From an optimization exercise on the open Yosys and OpenROAD flow, aimed at small area, a short achievable clock period and few clock cycles; shortcuts taken in it are not production practice. Function was checked by simulation only, so behaviour that the tests miss may differ from the original. Power and IR drop assume default switching activity.

[flow/config.mk]
export PLATFORM = sky130hd
export DESIGN_NAME = bitmap_run_allocator
export DESIGN_NICKNAME = bitmap_run_allocator
export VERILOG_FILES = /design/flow/design.v
export SDC_FILE = /design/flow/constraint.sdc
export NUM_CORES = 4
export LEC_CHECK = 0
export ABC_AREA = 1
export CAP_MARGIN = 20
export CORE_MARGIN = 2
export CORE_UTILIZATION = 40
export SETUP_SLACK_MARGIN = 5
export SLEW_MARGIN = 20
[flow/constraint.sdc]
create_clock -name core_clock -period 11.0 [get_ports {clock}]
set_input_delay 2.2000 -clock core_clock [delete_from_list [all_inputs] [get_ports {clock}]]
set_output_delay 2.2000 -clock core_clock [all_outputs]
set_load 0.01 [all_outputs]
[flow/design.v]
package bra_pkg;
   localparam int MAX_BITS  = 1024;
   localparam int ROW_BITS  = 64;
   localparam int ROW_COUNT = MAX_BITS / ROW_BITS;
   localparam int ROW_W     = $clog2(ROW_COUNT);
   localparam int BPOS_W    = $clog2(ROW_BITS);
   localparam int CMD_W     = 3;
   localparam int IDX_W     = 10;
   localparam int CNT_W     = 11;
   localparam logic [CMD_W-1:0] CMD_MARK       = 3'd0;
   localparam logic [CMD_W-1:0] CMD_CLEAR      = 3'd1;
   localparam logic [CMD_W-1:0] CMD_TEST       = 3'd2;
   localparam logic [CMD_W-1:0] CMD_FIND_MARK  = 3'd3;
   localparam logic [CMD_W-1:0] CMD_FIND_FIRST = 3'd4;
   localparam logic [CMD_W-1:0] CMD_FIND_LAST  = 3'd5;
endpackage
module bra_prio #(
   parameter int WIDTH   = 64,
   parameter bit HIGHEST = 1'b0
) (
   input  logic [WIDTH-1:0]         vec,
   output logic                     any,
   output logic [$clog2(WIDTH)-1:0] pos
);
   localparam int PW = $clog2(WIDTH);
   always_comb begin
      logic          a [PW+1][WIDTH];
      logic [PW-1:0] p [PW+1][WIDTH];
      for (int i = 0; i < WIDTH; i++) begin
         a[0][i] = vec[i];
         p[0][i] = '0;
      end
      for (int k = 0; k < PW; k++) begin
         for (int i = 0; i < (WIDTH >> (k + 1)); i++) begin
            a[k+1][i] = a[k][2*i] | a[k][2*i+1];
            if (HIGHEST) begin
               p[k+1][i] = a[k][2*i+1] ? (p[k][2*i+1] | PW'(1 << k)) : p[k][2*i];
            end else begin
               p[k+1][i] = a[k][2*i] ? p[k][2*i] : (p[k][2*i+1] | PW'(1 << k));
            end
         end
         for (int i = (WIDTH >> (k + 1)); i < WIDTH; i++) begin
            a[k+1][i] = 1'b0;
            p[k+1][i] = '0;
         end
      end
      any = a[PW][0];
      pos = p[PW][0];
   end
endmodule
module bra_word_eval #(
   parameter int WIDTH = 64
) (
   input  logic [WIDTH-1:0] free_bits,
   input  logic [10:0]      run_len,
   output logic [WIDTH-1:0] win_end,
   output logic [3:1]       has_run
);
   localparam int PW = $clog2(WIDTH);
   always_comb begin
      logic [WIDTH-1:0] g;
      logic [WIDTH-1:0] g_n;
      logic [WIDTH-1:0] acc;
      logic [WIDTH-1:0] acc_n;
      logic             acc_m1;
      g      = free_bits;
      has_run = '0;
      acc    = '1;
      acc_m1 = 1'b1;
      for (int k = 0; k < PW; k++) begin
         for (int j = 0; j < WIDTH; j++) begin
            if (j - (1 << k) >= 0) begin
               g_n[j]   = g[j] & g[j - (1 << k)];
               acc_n[j] = g[j] & acc[j - (1 << k)];
            end else if (j - (1 << k) == -1) begin
               g_n[j]   = 1'b0;
               acc_n[j] = g[j] & acc_m1;
            end else begin
               g_n[j]   = 1'b0;
               acc_n[j] = 1'b0;
            end
         end
         if (k >= 1 && k <= 3) has_run[k] = |g;
         if (run_len[k]) begin
            acc    = acc_n;
            acc_m1 = 1'b0;
         end
         g = g_n;
      end
      win_end = (run_len[10:PW] == '0) ? acc : '0;
   end
endmodule
import bra_pkg::*;
module bitmap_run_allocator
(
   input  logic              clock,
   input  logic              reset,
   input  logic              start,
   output logic              busy,
   input  logic [bra_pkg::CMD_W-1:0]  req_command,
   input  logic [bra_pkg::IDX_W-1:0]  req_bit_index,
   input  logic [bra_pkg::CNT_W-1:0]  req_run_length,
   output logic              rsp_strobe,
   output logic              rsp_found,
   output logic [bra_pkg::IDX_W-1:0]  rsp_result_index,
   output logic              rsp_bit_value,
   output logic [bra_pkg::CNT_W-1:0]  rsp_free_count,
   output logic              rsp_index_error,
   input  logic              csr_wr_en,
   input  logic [bra_pkg::CNT_W-1:0]  csr_wr_data
);
   localparam int RB = ROW_BITS;
   localparam int RC = ROW_COUNT;
   logic [MAX_BITS-1:0] map_ff;
   logic [RC-1:0]       full_ff;
   logic [RC-1:0]       run2_ff, run4_ff, run8_ff;   
   logic [CNT_W-1:0]    nbits_ff;
   logic [CNT_W-1:0]    free_ff;
   logic                rst_q_ff;
   logic                init_ff;
   logic [ROW_W-1:0]    irow_ff;
   logic                busy_ff;
   logic                xv_ff;
   logic                x_mark_ff, x_clr_ff, x_test_ff, x_fm_ff, x_first_ff, x_last_ff;
   logic                x_inr_ff;       
   logic                x_run_ff;       
   logic [1:0]          x_lvl_ff;       
   logic [IDX_W-1:0]    xidx_ff;
   logic [CNT_W-1:0]    xlen_ff;
   logic [RC-1:0]       xsel_ff;        
   logic [ROW_W-1:0]    p_ff;           
   logic [CNT_W-1:0]    c_ff;           
   logic                qv_ff;
   logic [CMD_W-1:0]    qcmd_ff;
   logic [IDX_W-1:0]    qidx_ff;
   logic [CNT_W-1:0]    qlen_ff;
   logic                rv_ff;
   logic                rfound_ff;
   logic                rbval_ff;
   logic                rerr_ff;
   logic [CNT_W-1:0]    rfree_ff;
   logic [IDX_W-1:0]    rv_base_ff;
   logic [CNT_W-1:0]    rd_ff;
   logic                rsub_ff;
   logic [RB-1:0]    row_eff;
   logic [RB-1:0]    row_free;
   logic             row_any;
   always_comb begin
      row_eff = '0;
      for (int r = 0; r < RC; r++) begin
         row_eff = row_eff | (map_ff[r*RB +: RB] & {RB{xsel_ff[r]}});
      end
   end
   assign row_free = ~row_eff;
   assign row_any  = |xsel_ff;
   logic [RB-1:0]     bit_oh;
   logic              bit_cur;
   logic [RB-1:0]     fz_oh;
   logic              fz_any;
   logic [BPOS_W-1:0] fz_pos;
   logic              two_free;
   always_comb begin
      for (int b = 0; b < RB; b++) bit_oh[b] = xidx_ff[BPOS_W-1:0] == BPOS_W'(b);
   end
   assign bit_cur = |(row_eff & bit_oh);
   logic [RB-1:0] pd_free;
   assign pd_free = (x_clr_ff && x_inr_ff) ? (row_free | bit_oh) : row_free;
   always_comb begin
      logic [RB-1:0] below;
      logic          a [BPOS_W+1][RB];
      logic          t [BPOS_W+1][RB];
      below[0] = 1'b0;
      for (int b = 1; b < RB; b++) below[b] = below[b-1] | row_free[b-1];
      fz_oh = row_free & ~below;
      for (int i = 0; i < RB; i++) begin
         a[0][i] = row_free[i];
         t[0][i] = 1'b0;
      end
      for (int k = 0; k < BPOS_W; k++) begin
         for (int i = 0; i < RB; i++) begin
            if (i < (RB >> (k + 1))) begin
               a[k+1][i] = a[k][2*i] | a[k][2*i+1];
               t[k+1][i] = t[k][2*i] | t[k][2*i+1] | (a[k][2*i] & a[k][2*i+1]);
            end else begin
               a[k+1][i] = 1'b0;
               t[k+1][i] = 1'b0;
            end
         end
      end
      two_free = t[BPOS_W][0];
   end
   bra_prio #(.WIDTH(RB), .HIGHEST(1'b0)) u_fz (
      .vec (row_free),
      .any (fz_any),
      .pos (fz_pos)
   );
   logic [RB-1:0]     scan_free;
   logic [RB-1:0]     win_end;
   logic              win_any;
   logic [BPOS_W-1:0] win_pos;
   logic              top_used;
   logic [BPOS_W-1:0] top_used_pos;
   logic [RB-1:0]     thr_mask;
   logic              cross_hit;
   logic              all_free;
   logic [CNT_W-1:0]  c_next;
   logic [CNT_W-1:0]  thr;
   logic              scan_hit;
   always_comb begin
      for (int b = 0; b < RB; b++) scan_free[b] = x_last_ff ? pd_free[RB-1-b] : pd_free[b];
   end
   logic [3:1] has_run;
   bra_word_eval #(.WIDTH(RB)) u_eval (
      .free_bits (scan_free),
      .run_len   (xlen_ff),
      .win_end   (win_end),
      .has_run   (has_run)
   );
   bra_prio #(.WIDTH(RB), .HIGHEST(1'b0)) u_win (
      .vec (win_end),
      .any (win_any),
      .pos (win_pos)
   );
   bra_prio #(.WIDTH(RB), .HIGHEST(1'b1)) u_top (
      .vec (~scan_free),
      .any (top_used),
      .pos (top_used_pos)
   );
   assign thr = xlen_ff - c_ff;
   always_comb begin
      for (int b = 0; b < RB; b++) begin
         thr_mask[b] = thr[BPOS_W] ||
                       ((BPOS_W-3)'(b >> 3) <  thr[BPOS_W-1:3]) ||
                       ((BPOS_W-3)'(b >> 3) == thr[BPOS_W-1:3] && 3'(b & 7) < thr[2:0]);
      end
   end
   assign cross_hit = &(scan_free | ~thr_mask) &&
                      (thr[CNT_W-1:BPOS_W+1] == '0) &&
                      !(thr[BPOS_W] && thr[BPOS_W-1:0] != '0);
   assign all_free = !top_used;
   assign c_next   = all_free ? c_ff + CNT_W'(RB) : {{(CNT_W-BPOS_W){1'b0}}, ~top_used_pos};
   assign scan_hit = cross_hit | win_any;
   logic [RC-1:0]    run2_next, run4_next, run8_next;
   logic [RC-1:0]    bnd_rows;
   logic [RC-1:0]    bnd_fix;
   logic [RC-1:0]    cand;
   logic [ROW_W-1:0] next_row;
   logic             next_any;
   logic             next_adj;
   always_comb begin
      for (int r = 0; r < RC; r++) begin
         run2_next[r] = (xv_ff && xsel_ff[r]) ? has_run[1] : run2_ff[r];
         run4_next[r] = (xv_ff && xsel_ff[r]) ? has_run[2] : run4_ff[r];
         run8_next[r] = (xv_ff && xsel_ff[r]) ? has_run[3] : run8_ff[r];
      end
   end
   always_comb begin
      bnd_rows = '0;
      for (int r = 0; r < RC - 1; r++) begin
         if (!map_ff[r*RB + RB - 1] && !map_ff[(r+1)*RB]) begin
            bnd_rows[r]   = 1'b1;
            bnd_rows[r+1] = 1'b1;
         end
      end
   end
   always_comb begin
      unique case (x_lvl_ff)
         2'd0:    cand = ~full_ff;
         2'd1:    cand = run2_ff | bnd_rows;
         2'd2:    cand = run4_ff | bnd_rows;
         default: cand = run8_ff | bnd_rows;
      endcase
   end
   always_comb begin
      next_any = 1'b0;
      next_row = '0;
      if (x_first_ff) begin
         for (int r = RC - 1; r >= 0; r--) begin
            if (cand[r] && ROW_W'(r) > p_ff) begin
               next_any = 1'b1;
               next_row = ROW_W'(r);
            end
         end
      end else begin
         for (int r = 0; r < RC; r++) begin
            if (cand[r] && ROW_W'(r) < p_ff) begin
               next_any = 1'b1;
               next_row = ROW_W'(r);
            end
         end
      end
      next_adj = next_row == (x_first_ff ? p_ff + ROW_W'(1) : p_ff - ROW_W'(1));
   end
   logic             x_done;
   logic             wr_any;
   logic [RC-1:0]    wr_row;
   logic [RB-1:0]    wr_keep;
   logic [RB-1:0]    wr_set;
   logic [RB-1:0]    wdata;
   logic [RC-1:0]    full_next;
   logic [CNT_W-1:0] free_next;
   logic             e_found, e_bval, e_err, e_sub;
   logic [IDX_W-1:0] e_base;
   logic [CNT_W-1:0] e_d;
   logic [RB-1:0]    init_pat;
   logic [RB-1:0]    n_therm;
   logic [ROW_W-1:0] sel_row;
   always_comb begin
      sel_row = '0;
      for (int r = 0; r < RC; r++) begin
         if (xsel_ff[r]) sel_row = sel_row | ROW_W'(r);
      end
   end
   always_comb begin
      for (int b = 0; b < RB; b++) begin
         n_therm[b] = ((BPOS_W-3)'(b >> 3) >  nbits_ff[BPOS_W-1:3]) ||
                      ((BPOS_W-3)'(b >> 3) == nbits_ff[BPOS_W-1:3] && 3'(b & 7) >= nbits_ff[2:0]);
         init_pat[b] = ({1'b0, irow_ff} > nbits_ff[CNT_W-1:BPOS_W]) ||
                       ({1'b0, irow_ff} == nbits_ff[CNT_W-1:BPOS_W] && n_therm[b]);
      end
   end
   always_comb begin
      x_done    = xv_ff;
      wr_any    = 1'b0;
      free_next = free_ff;
      e_found   = 1'b0;
      e_bval    = 1'b0;
      e_err     = 1'b0;
      e_sub     = 1'b0;
      e_base    = '0;
      e_d       = '0;
      if (x_mark_ff || x_clr_ff || x_test_ff) begin
         e_err = !x_inr_ff;
         if (x_inr_ff) begin
            if (x_test_ff) e_bval = bit_cur;
            if (x_mark_ff) begin
               wr_any = 1'b1;
               if (!bit_cur) free_next = free_ff - CNT_W'(1);
            end
            if (x_clr_ff) begin
               wr_any = 1'b1;
               if (bit_cur) free_next = free_ff + CNT_W'(1);
            end
         end
      end else if (x_fm_ff) begin
         if (row_any) begin
            wr_any    = 1'b1;
            free_next = free_ff - CNT_W'(1);
            e_found   = 1'b1;
            e_base    = {sel_row, fz_pos};
         end
      end else if (x_run_ff) begin
         x_done  = xv_ff & (scan_hit | !next_any);
         e_found = scan_hit;
         e_sub   = x_first_ff;
         if (cross_hit) begin
            e_base = {p_ff, x_last_ff ? {BPOS_W{1'b1}} : {BPOS_W{1'b0}}};
            e_d    = c_ff;
         end else if (win_any) begin
            e_base = {p_ff, x_last_ff ? ~win_pos : win_pos};
            e_d    = xlen_ff - CNT_W'(1);
         end
         if (!scan_hit) begin
            e_base = '0;
            e_d    = '0;
         end
      end
      wr_any = wr_any & xv_ff;
      if (rst_q_ff) begin
         wr_row  = '1;
         wr_keep = '0;
         wr_set  = '0;
      end else if (init_ff) begin
         for (int r = 0; r < RC; r++) wr_row[r] = irow_ff == ROW_W'(r);
         wr_keep = '0;
         wr_set  = init_pat;
      end else begin
         wr_row  = wr_any ? xsel_ff : '0;
         wr_keep = x_clr_ff ? ~bit_oh : '1;
         wr_set  = x_fm_ff ? fz_oh : (x_mark_ff ? bit_oh : '0);
      end
      wdata = (row_eff & wr_keep) | wr_set;
      for (int r = 0; r < RC; r++) begin
         full_next[r] = full_ff[r];
         if (wr_row[r]) begin
            if (rst_q_ff || init_ff) full_next[r] = &init_pat && !rst_q_ff;
            else if (x_clr_ff)       full_next[r] = 1'b0;
            else if (x_fm_ff)        full_next[r] = !two_free;
            else                     full_next[r] = &(row_eff | bit_oh);
         end
      end
   end
   always_comb begin
      bnd_fix = '0;
      if (xv_ff && x_clr_ff && x_inr_ff) begin
         for (int r = 0; r < RC; r++) begin
            if (xsel_ff[r] && xidx_ff[BPOS_W-1:0] == '0 && r > 0) begin
               bnd_fix[r]   = 1'b1;
               bnd_fix[r-1] = 1'b1;
            end
            if (xsel_ff[r] && xidx_ff[BPOS_W-1:0] == '1 && r < RC - 1) begin
               bnd_fix[r]   = 1'b1;
               bnd_fix[r+1] = 1'b1;
            end
         end
      end
   end
   logic accept;
   logic x_free;
   assign accept = start && !busy_ff;
   assign x_free = !xv_ff || x_done;
   logic [CMD_W-1:0] ld_cmd;
   logic [CNT_W-1:0] ld_len;
   logic [IDX_W-1:0] ld_idx;
   logic             ld_first, ld_last;
   logic [1:0]       ld_lvl;
   logic [RC-1:0]    ld_cand;
   logic [ROW_W-1:0] ld_row;
   logic [RC-1:0]    ld_fm_oh;
   logic [RC-1:0]    ld_sel;
   assign ld_cmd   = qv_ff ? qcmd_ff : req_command;
   assign ld_len   = qv_ff ? qlen_ff : req_run_length;
   assign ld_idx   = qv_ff ? qidx_ff : req_bit_index;
   assign ld_first = ld_cmd == CMD_FIND_FIRST;
   assign ld_last  = ld_cmd == CMD_FIND_LAST;
   assign ld_lvl   = (ld_len >= CNT_W'(8)) ? 2'd3 :
                     (ld_len >= CNT_W'(4)) ? 2'd2 :
                     (ld_len >= CNT_W'(2)) ? 2'd1 : 2'd0;
   always_comb begin
      logic [RC-1:0] clr_row;
      logic          below_full;
      clr_row = (xv_ff && x_clr_ff && x_inr_ff) ? xsel_ff : '0;
      unique case (ld_lvl)
         2'd0:    ld_cand = ~full_ff | clr_row;
         2'd1:    ld_cand = run2_next | bnd_rows | bnd_fix;
         2'd2:    ld_cand = run4_next | bnd_rows | bnd_fix;
         default: ld_cand = run8_next | bnd_rows | bnd_fix;
      endcase
      if (ld_last) begin
         ld_row = '0;
         for (int r = 0; r < RC; r++) begin
            if (ld_cand[r]) ld_row = ROW_W'(r);
         end
      end else begin
         ld_row = ROW_W'(RC - 1);
         for (int r = RC - 1; r >= 0; r--) begin
            if (ld_cand[r]) ld_row = ROW_W'(r);
         end
      end
      below_full = 1'b1;
      for (int r = 0; r < RC; r++) begin
         ld_fm_oh[r] = !full_next[r] && below_full;
         below_full  = below_full & full_next[r];
      end
      if (ld_cmd == CMD_FIND_MARK) begin
         ld_sel = ld_fm_oh;
      end else if (ld_first || ld_last) begin
         for (int r = 0; r < RC; r++) ld_sel[r] = ld_row == ROW_W'(r);
      end else begin
         for (int r = 0; r < RC; r++) ld_sel[r] = ld_idx[BPOS_W +: ROW_W] == ROW_W'(r);
      end
   end
   always_ff @(posedge clock) begin
      for (int r = 0; r < RC; r++) begin
         if (wr_row[r]) begin
            map_ff[r*RB +: RB] <= wdata;
         end
      end
   end
   always_ff @(posedge clock) begin
      if (reset) begin
         rst_q_ff    <= 1'b1;
         full_ff     <= '0;
         run2_ff     <= '1;
         run4_ff     <= '1;
         run8_ff     <= '1;
         nbits_ff    <= CNT_W'(MAX_BITS);
         free_ff     <= CNT_W'(MAX_BITS);
         init_ff     <= 1'b0;
         irow_ff     <= '0;
         busy_ff     <= 1'b0;
         xv_ff       <= 1'b0;
         qv_ff       <= 1'b0;
         rv_ff       <= 1'b0;
      end else begin
         rst_q_ff <= 1'b0;
         full_ff  <= full_next;
         if (rst_q_ff || init_ff) begin
            run2_ff <= '1;
            run4_ff <= '1;
            run8_ff <= '1;
         end else begin
            run2_ff <= run2_next;
            run4_ff <= run4_next;
            run8_ff <= run8_next;
         end
         if (xv_ff) free_ff <= free_next;
         if (csr_wr_en) begin
            if (csr_wr_data == '0)                    nbits_ff <= CNT_W'(1);
            else if (csr_wr_data > CNT_W'(MAX_BITS))  nbits_ff <= CNT_W'(MAX_BITS);
            else                                      nbits_ff <= csr_wr_data;
            if (csr_wr_data == '0)                    free_ff <= CNT_W'(1);
            else if (csr_wr_data > CNT_W'(MAX_BITS))  free_ff <= CNT_W'(MAX_BITS);
            else                                      free_ff <= csr_wr_data;
            init_ff <= 1'b1;
            irow_ff <= '0;
         end else if (init_ff) begin
            irow_ff <= irow_ff + ROW_W'(1);
            if (irow_ff == ROW_W'(RC - 1)) init_ff <= 1'b0;
         end
         if (x_free) begin
            xv_ff <= qv_ff || accept;
            qv_ff <= 1'b0;
         end else begin
            qv_ff <= qv_ff || accept;
         end
         if (csr_wr_en)    busy_ff <= 1'b1;
         else if (init_ff) busy_ff <= irow_ff != ROW_W'(RC - 1);
         else              busy_ff <= !x_free && (qv_ff || accept);
         rv_ff       <= x_done;
      end
   end
   always_ff @(posedge clock) begin
      xidx_ff <= ld_idx;
      if (x_free) begin
         x_mark_ff  <= ld_cmd == CMD_MARK;
         x_clr_ff   <= ld_cmd == CMD_CLEAR;
         x_test_ff  <= ld_cmd == CMD_TEST;
         x_fm_ff    <= ld_cmd == CMD_FIND_MARK;
         x_first_ff <= ld_first;
         x_last_ff  <= ld_last;
         x_inr_ff   <= {1'b0, ld_idx} < nbits_ff;
         x_run_ff   <= (ld_first || ld_last) && ld_len != '0 && ld_len <= nbits_ff;
         x_lvl_ff   <= ld_lvl;
         xlen_ff    <= ld_len;
         xsel_ff    <= ld_sel;
         p_ff       <= ld_row;
         c_ff       <= '0;
      end else begin
         p_ff <= next_row;
         for (int r = 0; r < RC; r++) xsel_ff[r] <= next_row == ROW_W'(r);
         c_ff <= next_adj ? c_next : '0;
      end
      if (!qv_ff) begin
         qcmd_ff <= req_command;
         qidx_ff <= req_bit_index;
         qlen_ff <= req_run_length;
      end
      rfound_ff  <= e_found;
      rbval_ff   <= e_bval;
      rerr_ff    <= e_err;
      rfree_ff   <= free_next;
      rv_base_ff <= e_base;
      rd_ff      <= e_d;
      rsub_ff    <= e_sub;
   end
   assign busy             = busy_ff;
   assign rsp_strobe       = rv_ff;
   assign rsp_found        = rfound_ff;
   assign rsp_result_index = rsub_ff ? rv_base_ff - IDX_W'(rd_ff) : rv_base_ff + IDX_W'(rd_ff);
   assign rsp_bit_value    = rbval_ff;
   assign rsp_free_count   = rfree_ff;
   assign rsp_index_error  = rerr_ff;
endmodule
[flow/run.sh]
#!/bin/bash
# synth_recipe.tcl (not shown) runs the flow's synth.tcl, then flattens the netlist and writes it again
# the make line also repeats each setting of config.mk as NAME=value (left out here)
make -C /OpenROAD-flow-scripts/flow DESIGN_CONFIG=/design/flow/config.mk WORK_HOME=/design/flow/orfs CLKGATE_MAP_FILE= SYNTH_SCRIPT=/design/flow/synth_recipe.tcl finish
==> impl_metrics.env, run 1 <==
export IMPL_synthArstFlopShare_pct=0
export IMPL_worst_slew_pin_slew_ns=1.17
export IMPL_slew_limit_headroom_pct=21.5
export IMPL_ys_types=73
export IMPL_p_per_area_nw_per_um2=179
export IMPL_critPathLaunch="xsel_ff[9]$_DFF_P_"
export IMPL_antenna_found_initial=5
export IMPL_hold_buffers=0
export IMPL_synth_top_area_share_pct=46.7
export IMPL_synth_fp_nets=8227
export IMPL_synth_cells=8123
export IMPL_cp_end_kind="flop"
export IMPL_avgViaCountPerCell=5.90
export IMPL_syn_cell_area_um2=67200
export IMPL_syn_to_final_growth_pct=13.6
export IMPL_num_io_pins=65
export IMPL_setup_tns_ns=0
export IMPL_yosysTopAreaCell="edfxtp_1"
export IMPL_place_gp_congestion=1.05
export IMPL_ant_nets=0
export IMPL_p_leak_nw=30.4
export IMPL_drcViolationCount=0
export IMPL_die_w_um=414
export IMPL_synth_main_ff_cell="edfxtp_1"
export IMPL_clk_pin_slew_ns=0.06
export IMPL_max_freq_mhz=169
export IMPL_wl_um=300000
export IMPL_worstSetupPathType="reg -> reg"
export IMPL_report_final_slew_viol_count=0
export IMPL_post_route_util_pct=45.7
export IMPL_io_buffers=64
export IMPL_peakVddDrop_mv=0.145
export IMPL_grt_ovfl_total=0
export IMPL_grt_pass1_wl_um=410000
export IMPL_num_vias=62219
export IMPL_r2r_start="xsel_ff[9]$_DFF_P_"
export IMPL_grt_usage_pct=33.0
export IMPL_ys_seq_area_share_pct=52.2
export IMPL_cts_sinks=1231
export IMPL_insertion_delay_ns=0.83
export IMPL_synth_edff_count=1045
export IMPL_hpwl_um=197000
export IMPL_cts_buffer_depth=3
export IMPL_fin_crit_ns=5.91
export IMPL_ys_warn_count=18
export IMPL_status="timing/DRC/antenna clean"
export IMPL_critPathMaxFanout=33
export IMPL_cap_violations=0
export IMPL_tritoncts="yes"
export IMPL_core_area_um2=167000
export IMPL_finalHoldViolations=0
export IMPL_num_rows=150
export IMPL_hold_class="reg -> reg"
export IMPL_fp_dieArea_um2=171000
export IMPL_cts_root_buf="clkbuf_16"
export IMPL_cp_required_ns=11.75
export IMPL_ys_top_cells_by_area="edfxtp_1 (47%), nand2_1 (14%), dfxtp_1 (5.5%)"
export IMPL_arrival_ns=6.66
export IMPL_synth_seq_cells=1231
export IMPL_synth_common_cells="nand2_1 (2506), edfxtp_1 (1045), nor2_1 (831)"
export IMPL_drt_pass1_iter_count=8
export IMPL_layout_drive_gt1_share_pct=10.1
export IMPL_fin_crit_sh_pct=53.7
export IMPL_grt_setup_unrepaired="yes"
export IMPL_first_global_vias=57475
export IMPL_critPathLaunchType="flop"
export IMPL_start_util_pct=40.2
export IMPL_cts_buffers=131
export IMPL_drtIter0Drc=7893
export IMPL_fin_nets=8332
export IMPL_htreeDepth=4
export IMPL_setup_viol=0
export IMPL_clock_skew_ns=0.0450
export IMPL_synth_most_common_cell="nand2_1"
export IMPL_n_fill_cell=16298
export IMPL_grt_max_degree=71
export IMPL_die_h_um=414
export IMPL_wire_per_inst_um=28.5
export IMPL_hp_start="run4_ff[5]$_SDFF_PP1_"
export IMPL_syn_area_per_cell_um2=8.27
what timing repair did:
action / in CTS / in global routing
setup buffers: 21 / 39
setup endpoints to repair: 746 / 201
gates resized for setup: 51 / 137
pin swaps: 1 / 9
cloned: 0 / 16
path summary, 6_finish.rpt:
check,endpoint,cells past startpoint,slack [ns]
setup / recovery,xsel_ff[14]$_DFF_P_,25,5.09
hold / removal,run4_ff[5]$_SDFF_PP1_,2,0.49
setup reg to reg,xsel_ff[14]$_DFF_P_,25,5.09
hold reg to reg,run4_ff[5]$_SDFF_PP1_,2,0.49
routing by layer:
metal	global-route usage [%]	wire length (µm)
met1	45.6	123000
met2	50.8	132000
met3	5.40	29300
met4	15.2	16400
met5	0.141	58
placed cells by master, fill, tap and decap left out, types with 18 or more instances in the layout:
master           count
nand3_2             29
o2111ai_1           18
o21ai_0            483
nand2_2             84
clkbuf_1            30
clkinv_1            39
nor3_1              68
buf_12              20
o21ai_2             22
a31oi_1             52
a21oi_1            199
clkdlybuf4s50_1     61
ha_1                60
nand3_1            500
o221ai_1            37
nand4_1            139
edfxtp_1          1045
clkbuf_16          146
o21ai_1             86
a221oi_1            27
nor2_2              70
o211ai_1            72
o22ai_1             91
inv_1              780
nor4_1              34
nor2_4              51
nor2_1             810
nand2_1           2474
clkinv_2            21
inv_2               62
xor2_1              43
dfxtp_1            169
buf_4              169
o31ai_1             35
state kept, by name (all words and copies together) (netlist names), 10 cells and up:
signal and count:
rd_ff 10, rv_base_ff 10, full_ff 16, xsel_ff 16, free_ff 11, nbits_ff 11, xlen_ff 11, qlen_ff 11
c_ff 11, run4_ff 16, rfree_ff 11, map_ff 1024, run2_ff 16, xidx_ff 10, run8_ff 16
power breakdown:
part           switching, mW  internal, mW  leakage (nW)
clock                   1.92          2.40          2.01
sequential             0.153          5.71          12.2
combinational           2.68         0.810          16.1
total                   4.75          8.92          30.4
critical path, cell delays in order (launching register included):
cell and delay, ns:
dfxtp_4 0.41, clkbuf_16 0.26, inv_1 0.17, nand4_1 0.17, nor2_1 0.58, and3_1 0.38, nor2_4 0.12, clkinvlp_4 0.10
nor2_1 0.04, buf_4 0.22, inv_1 0.28, nand2_1 0.44, a31oi_1 0.39, o21ai_4 0.09, buf_4 0.34, o21ai_0 0.42
nand2_1 0.12, nor2_2 0.19, nand3_2 0.11, nor2_2 0.15, nand4_1 0.09, nor2_1 0.21, nand3_1 0.21, nand2_1 0.13
nand2_1 0.05, nand2_1 0.06
cell families (layout without fill, tap and decap cells):
kind of cell    after synthesis  after routing  synth area share [%]
simple gates               4311           4312                  27.1
other cells                   0              2                     0
xor+xnor                     53             53                 0.691
fa+ha+maj                    65             65                  1.23
mux                          10             10                 0.149
buf+inv                    1189           1399                  7.35
flops                      1231           1231                  52.2
compound gates             1264           1264                  11.3
through the flow:
stage	cell area, µm²	instances	setup WS (ns)	hold WS (ns)	total power [mW]
4_1_cts	75100	10482	4.99	0.490	13.5
2_1_floorplan	67200	8123	5.29	0.441	7.77
5_1_grt	76300	10538	4.93	0.508	14.1
3_5_place_dp	70500	10222	3.66	0.478	9.15
3_3_place_gp	70500	10221	3.81	0.471	9.15
6_report	76300	10540	5.09	0.490	13.7
cell type report:
| class | instances | area, µm² | area share [%] |
|---|---|---|---|
| Clock inverter | 73 | 632 | 0.828 |
| Multi-Input combinational cell | 5704 | 27900 | 36.5 |
| Tap cell | 2204 | 2760 | 3.61 |
| Sequential cell | 1231 | 35200 | 46.1 |
| Inverter | 869 | 3320 | 4.36 |
| Antenna cell | 2 | 5.00 | 0.00656 |
| Timing Repair Buffer | 289 | 3050 | 3.99 |
| Timing Repair inverter | 2 | 12.5 | 0.0164 |
| Clock buffer | 166 | 3500 | 4.59 |
Testbench counts, summed over its fixed seeds: cycles 24,678.
==> run 2: changes to the inputs <==
--- a/flow/config.mk
+++ b/flow/config.mk
@@ -10,3 +10,3 @@
 export CORE_MARGIN = 2
-export CORE_UTILIZATION = 40
+export CORE_UTILIZATION = 45
 export SETUP_SLACK_MARGIN = 5
==> run 2 against run 1 <==
Compared with the run above:
- still clean on timing, DRC and antenna
- register-to-register slack improved by 0.06 ns
- non-clock buffer count increased by 10
- clock-buffer cell count rose by 3
- final area fell by 0.19%
- first-iteration DRC count down 9.1%
- wire length fell by 4.3%
- clock power is 1% higher
- global-route usage up 3.8 points
- synthesized area unchanged
- hold slack improved by 0.0012 ns
- highest routed layer unchanged
==> impl_metrics.env, run 2 <==
export IMPL_grt_ovfl_total=0
export IMPL_cts_sinks=1231
export IMPL_num_rows=141
export IMPL_fin_crit_sh_pct=53.1
export IMPL_slew_limit_headroom_pct=20.8
export IMPL_hpwl_um=188000
export IMPL_clk_pin_slew_ns=0.07
export IMPL_layout_drive_gt1_share_pct=10.1
export IMPL_die_h_um=390
export IMPL_cpPeakStageDelay_ns=0.42
export IMPL_cap_violations=0
export IMPL_synthMuxAreaShare_pct=0.149
export IMPL_wire_per_inst_um=28.0
export IMPL_drt_pass1_iter_count=8
export IMPL_cp_end_kind="flop"
export IMPL_mostFrequentLayoutCells="nand2_1 (2485), edfxtp_1 (1045), nor2_1 (804)"
export IMPL_insertion_delay_ns=0.81
export IMPL_ant_nets=0
export IMPL_synth_compound_area_share_pct=11.3
export IMPL_synth_edff_count=1045
export IMPL_design_area_um2=76200
export IMPL_start_util_pct=45.4
export IMPL_p_leak_nw=30.4
export IMPL_first_global_vias=56995
export IMPL_cts_buffers=131
export IMPL_syn_area_per_cell_um2=8.27
export IMPL_synth_common_cells="nand2_1 (2506), edfxtp_1 (1045), nor2_1 (831)"
export IMPL_ys_warn_count=18
export IMPL_synthArstFlopShare_pct=0
export IMPL_setup_viol=0
export IMPL_place_gp_congestion=1.06
export IMPL_cp_top_family="simple AND/OR/NAND/NOR gates"
export IMPL_ys_types=73
export IMPL_antenna_found_initial=6
export IMPL_grt_max_degree=86
export IMPL_htreeDepth=4
export IMPL_fin_crit_ns=5.84
export IMPL_cts_root_buf="clkbuf_16"
export IMPL_regMostFlops="map_ff"
export IMPL_num_io_pins=65
export IMPL_synth_cells=8123
export IMPL_finalHoldViolations=0
export IMPL_syn_cell_area_um2=67200
export IMPL_core_area_um2=148000
export IMPL_critPathMaxFanout=23
export IMPL_tritoncts="yes"
export IMPL_status="timing/DRC/antenna clean"
export IMPL_report_final_slew_viol_count=0
export IMPL_max_freq_mhz=171
export IMPL_avgViaCountPerCell=6.00
export IMPL_peakVddDrop_mv=0.141
export IMPL_p_per_area_nw_per_um2=180
export IMPL_synth_most_common_cell="nand2_1"
export IMPL_io_buffers=64
export IMPL_synth_fp_nets=8227
export IMPL_yosysTopAreaCell="edfxtp_1"
export IMPL_setup_tns_ns=0
export IMPL_worst_slew_pin_slew_ns=1.18
export IMPL_grt_usage_pct=36.8
export IMPL_synth_top_area_share_pct=46.7
export IMPL_clock_skew_ns=0.0512
export IMPL_synthSimpleGateAreaFrac_pct=27.1
export IMPL_post_place_cells=9932
export IMPL_holdWs_ns=0.491
export IMPL_critPathLaunchType="flop"
export IMPL_power_total_mw=13.7
export IMPL_drtIter0Drc=7173
export IMPL_drcViolationCount=0
export IMPL_syn_to_final_growth_pct=13.4
export IMPL_final_common_cell="nand2_1"
export IMPL_fp_dieArea_um2=152000
export IMPL_synthXorXnorAreaFrac_pct=0.691
export IMPL_largest_reg_flops=1024
export IMPL_cts_buffer_depth=3
export IMPL_synth_top_family_by_area="simple AND/OR/NAND/NOR gates"
export IMPL_worstSetupPathType="reg -> reg"
export IMPL_final_cells=10264
export IMPL_critPathSlowestCell="dfxtp_4"
export IMPL_wl_um=287000
export IMPL_hold_buffers=0
export IMPL_cp_required_ns=11.73
export IMPL_crit_top_cell="nand2_1"
export IMPL_hold_class="reg -> reg"
export IMPL_grt_setup_unrepaired="yes"
export IMPL_die_w_um=390
export IMPL_arrival_ns=6.58
export IMPL_num_vias=61616
export IMPL_synthAdderAreaFrac_pct=1.23
export IMPL_grt_pass1_wl_um=406000
export IMPL_fin_nets=8341
export IMPL_ys_top_cells_by_area="edfxtp_1 (47%), nand2_1 (14%), dfxtp_1 (5.5%)"
export IMPL_cp_buffers_inverters=5
export IMPL_post_dp_cell_area_um2=69900
export IMPL_synth_seq_cells=1231
export IMPL_ys_seq_area_share_pct=52.2
export IMPL_synth_main_ff_cell="edfxtp_1"
-- run 2: final cells by class --
cell class	count	area, µm²
antenna	1	2.50
clock buffer	169	3520
clock inverter	60	677
fill	14086	71800
inverter	869	3310
multi-input combinational	5704	27900
sequential	1231	35200
tap	1930	2410
timing repair buffer	299	3210
timing repair inverter	1	7.51
-- run 2: worst paths after layout --
path	end	cells after the start	slack [ns]	from
max reg2reg	xsel_ff[14]$_DFF_P_	35	5.16	xsel_ff[12]$_DFF_P_
max	xsel_ff[14]$_DFF_P_	35	5.16	xsel_ff[12]$_DFF_P_
min	run4_ff[11]$_SDFF_PP1_	2	0.49	run4_ff[11]$_SDFF_PP1_
min reg2reg	run4_ff[11]$_SDFF_PP1_	2	0.49	run4_ff[11]$_SDFF_PP1_
-- run 2: logic make-up (layout without fill, tap and decap cells) --
group                    after synthesis  count (layout)
AO/OA/AOI/OAI                       1264            1264
flip-flops                          1231            1231
AND/OR/NAND/NOR                     4311            4312
adder cells (fa/ha/maj)               65              65
buffers and inverters               1189            1398
other                                  0               1
multiplexers                          10              10
XOR/XNOR                              53              53
-- run 2: through the flow --
stage,setup WS (ns),utilization (%)
after floorplan,5.29,-
after global placement,3.76,47.2
after detailed placement,3.71,47.2
after CTS,5.00,50.8
after global routing,4.90,51.5
final,5.16,51.5
-- run 2: metal layers --
layer  GRT usage [%]  vias up  routed length (µm)
li1                -    27670                   -
met1            49.9    29757              116000
met2            57.5     3491              128000
met3            6.87      692               28300
met4            16.7        6               15000
met5               0        -                  46
-- run 2: worst min-delay path, stage by stage, from the launching register on --
cell and delay [ns]:
dfxtp_1 0.33, o21ai_1 0.09, nand2_1 0.05
-- run 2: report_power, final --
group	leakage, nW	switching, mW	internal, mW
clock	2.04	1.94	2.44
sequential	12.2	0.151	5.71
combinational	16.2	2.65	0.827
-- run 2: timing repair --
action / CTS / global route
endpoints found under the setup margin: 473 / 95
buffers inserted: 45 / 52
gates cloned: 2 / 3
resized for setup: 80 / 117
pin swaps: 2 / 12

re-timing with driven ports:
The flow's constraints put no driver on any port. The routed layouts listed below were extracted and timed again, unchanged, in two steps.
Step 1, drivers: a clkbuf_16 drives clock and a buf_2 each remaining input, both assumed.
Step 2 adds t to the input delays and takes it off the output delays; t is the mean of the earliest and latest rising clock arrival at the registers after step 1. Input paths then give back, and output paths get back, about the clock's delay inside the block.
Slacks: no drivers / after step 1 / after step 2; pairs: no drivers / after step 1.
| run | shift t [ns] | slack for setup (ns) | worst data-port slew with drivers (ns) |
|---|---|---|---|
| run 1 | 0.881 | 5.092 / 5.092 / 4.548 | 0.08 |
| run 2 | 0.855 | 5.157 / 5.157 / 4.420 | 0.08 |
After both steps setup and hold are still met in every run listed. For run 2, which loses most, drivers alone change the setup slack by 0.000 ns; drivers and shift together by -0.737 ns.
